What follows belongs to an exercise in optimizing a design on an open flow for small area and a short achievable clock period; a production flow would make more cautious choices. At most, simulation tests tie the RTL to the original design; equivalence was not proved. Power is estimated from default activity; no workload was simulated.

## scope_top
module scope_top (
  input  logic       clk_AD,
  input  logic       reset,
  input  logic [7:0] data_in,
  input  logic       trigger,
  input  logic       wb_cyc,
  input  logic       wb_stb,
  input  logic [9:0] wb_adr,
  output logic       wb_ack,
  output logic [7:0] wb_dat,
  output logic       capturing,
  output logic [3:0] vopp_hundreds,
  output logic [3:0] vopp_tens,
  output logic [3:0] vopp_units
);
==> flow/config.mk <==
export PLATFORM = sky130hd
export DESIGN_NAME = scope_top
export DESIGN_NICKNAME = scope_top
export VERILOG_FILES = /design/flow/design.v
export SDC_FILE = /design/flow/constraint.sdc
export NUM_CORES = 4
export LEC_CHECK = 0
export ABC_CLOCK_PERIOD_IN_PS = 2500
export CAP_MARGIN = 20
export CORE_MARGIN = 2
export CORE_UTILIZATION = 72
export CTS_CLUSTER_DIAMETER = 100
export CTS_CLUSTER_SIZE = 25
export SETUP_SLACK_MARGIN = 3.0
export SLEW_MARGIN = 20
export SYNTH_MEMORY_MAX_BITS = 8192
==> flow/constraint.sdc <==
create_clock -name core_clock -period 5.8 [get_ports {clk_AD}]
set_input_delay 1.1600 -clock core_clock [delete_from_list [all_inputs] [get_ports {clk_AD}]]
set_output_delay 1.1600 -clock core_clock [all_outputs]
set_load 0.01 [all_outputs]
run.sh (not shown) runs the stock make flow with config.mk's settings and CLKGATE_MAP_FILE= SYNTH_SCRIPT=/design/flow/synth_recipe.tcl, a recipe that flattens the netlist after the stock synthesis.
Edit:
- CORE_UTILIZATION: 72 -> 65
- SETUP_SLACK_MARGIN: 3.0 -> 2.0
Result: The new run completed without violations. Hold slack gets worse by 0.015 ns. Design area went down by 2.8%. Cell count increases by 1.3%. Setup slack is worse by 0.62 ns. Clock skew is higher by 0.010 ns. Sequential power is about the same. Via count came out lower by 3.6%. Clock-buffer cell count grows by 5. Wire length goes down by 5.4%. Total power goes down by 0.98%. Global-route usage drops by 5.2 points.
Edit:
- SETUP_SLACK_MARGIN: 2.0 -> 4.0
What happened: Cell count goes up by 4.6%. Global-route usage goes up by 4.5 points. Synthesized area stays the same. Clock-buffer cell count goes up by 2. Cell area goes up by 12%. Hold slack improves by 0.013 ns. Wire length goes up by 16%. Via count goes up by about 7%. Utilization goes up by 8.0 points.
Edit:
- SETUP_SLACK_MARGIN: 4.0 -> 3.0
After rerunning:
- power shrinks by 5.6%
- sequential power barely changes
- routed wire length shrinks by 13%
- synthesized area does not change
- cell area shrinks by 8.6%
- clock skew shrinks by 0.014 ns
- non-clock buffer count shrinks by 541
- setup slack is better by 0.047 ns
- flip-flop and latch count stays the same
- utilization shrinks by 6.7 points
Edit:
- SETUP_SLACK_MARGIN: 3.0 -> 3.5
What happened: Synthesized cell count stays the same. Die area stays the same. Global-route usage came out higher by 2.7 points. Non-clock buffer count came out higher by 482. Maximum frequency came out lower by about 1.5%. Utilization came out higher by 5.4 points. Sequential power is about the same. Routed wire length came out higher by 12%. Synthesized area does not change. Total power came out higher by 4.7%. Via count came out higher by 6.0%.

========
scope_top, a different RTL version from the one above (not shown whole).
Size: about 12000 cells after synthesis, about 5300 flip-flops, ~170000 µm² of cells after synthesis.
Settings: LEC_CHECK=0, ABC_CLOCK_PERIOD_IN_PS=2500, CAP_MARGIN=20, CORE_MARGIN=2, CORE_UTILIZATION=65, CTS_CLUSTER_DIAMETER=100, CTS_CLUSTER_SIZE=25, SETUP_SLACK_MARGIN=3.0, SLEW_MARGIN=20, SYNTH_MEMORY_MAX_BITS=8192; clock period 5.8 ns.
Edit:
- ABC_CLOCK_PERIOD_IN_PS: 2500 -> 2000
- SETUP_SLACK_MARGIN: 3.0 -> 3.5
Result: Area after synthesis does not change. Total power grows slightly. Die area stays the same. Wire length grows by a few percent. Global-route usage grows by 1.5 points.
Edit:
==> flow/flow/run.sh (new file) <==
#!/bin/bash
# The standard layout (the standard.sh: ORFS synthesis to finish), with one
# change: the resizer may pick any drive strength of a cell when it repairs
# timing and design rules (the platform's MATCH_CELL_FOOTPRINT=1 keeps each
# cell within its own footprint, which in sky130hd rules out upsizing).
# make's full output goes to flow_make.log in the folder this runs in; ORFS's
# per-step logs are under orfs/logs/.
set -euo pipefail
bash standard.sh MATCH_CELL_FOOTPRINT=0 finish > flow_make.log 2>&1
==> flow/standard.sh (new file) <==
#!/bin/bash
# synth_recipe.tcl (not shown) runs the flow's synth.tcl, then flattens the netlist and writes it again
# the make line also repeats each setting of config.mk as NAME=value (left out here)
make -C /OpenROAD-flow-scripts/flow DESIGN_CONFIG=/design/flow/config.mk WORK_HOME=/design/flow/orfs CLKGATE_MAP_FILE= SYNTH_SCRIPT=/design/flow/synth_recipe.tcl "${@:-finish}"
- ABC_CLOCK_PERIOD_IN_PS: 2000 -> 2500
- SETUP_SLACK_MARGIN: 3.5 -> 3.0
removed: flow/run.sh
Result: Final cell count drops slightly; routed wire length falls by a few percent; global-route usage decreases by 1.3 points.

========
== the reference run ==
Another version of the RTL of scope_top (not shown whole).
Size: ~5,200 flip-flops, ~45 I/O pins, ~180,000 sq um of cells after synthesis.
make LEC_CHECK=0 ABC_CLOCK_PERIOD_IN_PS=2500 CAP_MARGIN=20 CORE_MARGIN=2 CORE_UTILIZATION=50 SETUP_SLACK_MARGIN=2.5 SLEW_MARGIN=20 SYNTH_MEMORY_MAX_BITS=8192 finish   # period 5.8 ns
Stock flow here: none of the scripts above is used.
The flow ended early for the reference run: it failed with a tool error in global routing (5_1_grt).
Input-level comparison between the trial run and the reference run:
Settings: a change of SETUP_SLACK_MARGIN from 2.5 to 0.3; a deleted ABC_CLOCK_PERIOD_IN_PS that had been 2500.
Findings:
The trial run: GRT-0116 in global routing (5_1_grt) -> run aborted. Count of different cell masters after synthesis: the trial run vs the reference run identical. Compared the trial run vs the reference run, and post-detailed-placement half-perimeter wirelength is down in the trial run. As far as combined area of all synthesized cells is concerned, the reference run and the trial run perform about the same. Comparing the reference run against the trial run, there is no change at all in post-synthesis compound-gate area fraction. Per the comparison of the trial run with the reference run, adder and majority cell fraction of the synthesized area closely matched the old numbers, number of buffers added by the clock tree synthesis step increased by about 1.3% relative to the old numbers. Changes observed in the trial run relative to the reference run: setup fix buffers added after clock tree synthesis now smaller; weighted congestion at the end of routability-driven global placement decreased about 2.8%; number of buffer cells added on primary ports has remained practically unchanged; post-placement setup slack rose 0.25 ns.
No functional check of the RTL was part of any run of this note.

========
Another version of the RTL of scope_top (not shown whole).
For scale: about 11000 cells after synthesis, ~160000 µm² of cells after synthesis.
## scope_top
module scope_top (
  input  logic       clk_AD,
  input  logic       reset,
  input  logic [7:0] data_in,
  input  logic       trigger,
  input  logic       wb_cyc,
  input  logic       wb_stb,
  input  logic [9:0] wb_adr,
  output logic       wb_ack,
  output logic [7:0] wb_dat,
  output logic       capturing,
  output logic [3:0] vopp_hundreds,
  output logic [3:0] vopp_tens,
  output logic [3:0] vopp_units
);
Settings: LEC_CHECK=0, ABC_CLOCK_PERIOD_IN_PS=2500, CAP_MARGIN=20, CORE_MARGIN=2, CORE_UTILIZATION=65, CTS_CLUSTER_DIAMETER=100, CTS_CLUSTER_SIZE=25, SETUP_SLACK_MARGIN=3.0, SLEW_MARGIN=20, SYNTH_MEMORY_MAX_BITS=8192; clock period 5.8 ns.
Rerun with:
CAP_MARGIN = 5   (was 20)
SLEW_MARGIN = 5   (was 20)
Non-clock buffer count stays the same.
Final cell count stays the same.
Utilization is unchanged.
Global-route usage does not change.
Count of clock-buffer cells in the layout stays the same.
Design area is unchanged.
Total power stays the same.
Worst setup slack is unchanged.

========
Another version of the RTL of scope_top (not shown whole).
Size in the first run: ~5200 flip-flops, roughly 45 I/O pins, about 180000 um^2 of cells after synthesis.
==> flow/design.v (excerpt) <==
module scope_top (
  input  logic       clk_AD,
  input  logic       reset,
  input  logic [7:0] data_in,
  input  logic       trigger,
  input  logic       wb_cyc,
  input  logic       wb_stb,
  input  logic [9:0] wb_adr,
  output logic       wb_ack,
  output logic [7:0] wb_dat,
  output logic       capturing,
  output logic [3:0] vopp_hundreds,
  output logic [3:0] vopp_tens,
  output logic [3:0] vopp_units
);
  localparam int FRAME_LEN = 640;
  localparam int NB        = FRAME_LEN / 2;
  localparam logic [7:0] SEED_LEVEL = 8'd112;
  logic [9:0] wr_adr;
  logic       trig_ok;
  logic       last_wr;
  assign trig_ok = !capturing && trigger && data_in[7];
  assign last_wr = capturing && (wr_adr == 10'(FRAME_LEN - 1));
  always_ff @(posedge clk_AD) begin
    if (reset) begin
      capturing <= 1'b0;
    end else if (trig_ok) begin
      capturing <= 1'b1;
    end else if (last_wr) begin
      capturing <= 1'b0;
    end
  end
  always_ff @(posedge clk_AD) begin
    if (trig_ok) begin
      wr_adr <= '0;
    end else if (capturing) begin
      wr_adr <= wr_adr + 1'b1;
    end
  end
  logic       ph;
  logic       pend_v;
  logic [9:0] pend_adr;
  logic [7:0] pend_dat;
  logic       now_ok;
  assign now_ok = wr_adr[0] ^ ph;
  always_ff @(posedge clk_AD) begin
  ...
make LEC_CHECK=0 ABC_CLOCK_PERIOD_IN_PS=2500 CAP_MARGIN=20 CORE_MARGIN=2 CORE_UTILIZATION=50 SETUP_SLACK_MARGIN=2.5 SLEW_MARGIN=20 SYNTH_MEMORY_MAX_BITS=8192 finish   # period 5.8 ns
The starting point passed the timing, DRC and antenna checks.
Next try:
ABC_CLOCK_PERIOD_IN_PS = default   (was 2500)
SETUP_SLACK_MARGIN = 0.3   (was 2.5)
After rerunning: The changed run passed the timing, DRC and antenna checks; routed wire length is lower by about 2.5%; synthesized area stays the same; first-iteration DRC count is lower by 1.8%; synthesized cell count stays the same; total power fell by 1.9%; hold slack gets better by 0.011 ns; utilization is lower by 1.2 points; via count shrinks by 1.2%.

## afterwards: timing with drivers on the ports
In the flow no input, the clock included, has a driving cell. The finished layouts below were timed again as built, in two steps.
Step 1, drivers: a clkbuf_16 drives clk_AD and a buf_2 each remaining input, both assumed.
Step 2 moves the port delays by t, midway between the first and last clock arrival at a register: inputs arrive t later, outputs are due t later. That takes back most of the time a late clock gives input paths.
Three values: no drivers, after step 1, after step 2; two values: the first two.
run | t (ns) | slack for setup (ns) | worst setup path at the end | slew at the worst register clock pin (ns) | pins driven straight from the clock port
the first run of note 1 | 1.016 | 2.661 / 2.565 / 1.617 | input to register | 0.10 / 0.10 | 1
the second run of note 1 | 0.999 | 2.044 / 1.951 / 1.224 | input to register | 0.10 / 0.10 | 1
the third run of note 1 | 1.024 | 2.582 / 2.484 / 1.627 | input to register | 0.11 / 0.11 | 1
the fourth run of note 1 | 0.993 | 2.629 / 2.537 / 1.730 | input to register | 0.11 / 0.11 | 1
the fifth run of note 1 | 1.016 | 2.581 / 2.488 / 1.654 | input to register | 0.10 / 0.10 | 1
the first run of note 2 | 1.034 | 2.572 / 2.453 / 1.473 | input to register | 0.10 / 0.10 | 1
the second run of note 2 | 1.006 | 2.750 / 2.257 / 1.251 | input to register | 0.10 / 0.10 | 1
the third run of note 2 | 1.013 | 2.675 / 2.417 / 1.404 | input to register | 0.11 / 0.11 | 1
the first run of note 4 | 1.018 | 2.216 / 2.035 / 1.017 | input to register | 0.10 / 0.10 | 1
the second run of note 4 | 1.018 | 2.216 / 2.035 / 1.017 | input to register | 0.10 / 0.10 | 1
the first run of note 5 | 1.113 | 1.714 / 1.701 / 0.588 | input to register | 0.07 / 0.07 | 1
the second run of note 5 | 1.140 | 0.495 / 0.573 / -0.567 | input to register | 0.07 / 0.07 | 1
With both steps, setup timing fails in the second run of note 5, where it was met with ideal ports. The setup slack of the second run of note 2, which loses most, moves by -0.493 ns with the drivers and by -1.499 ns with both steps.
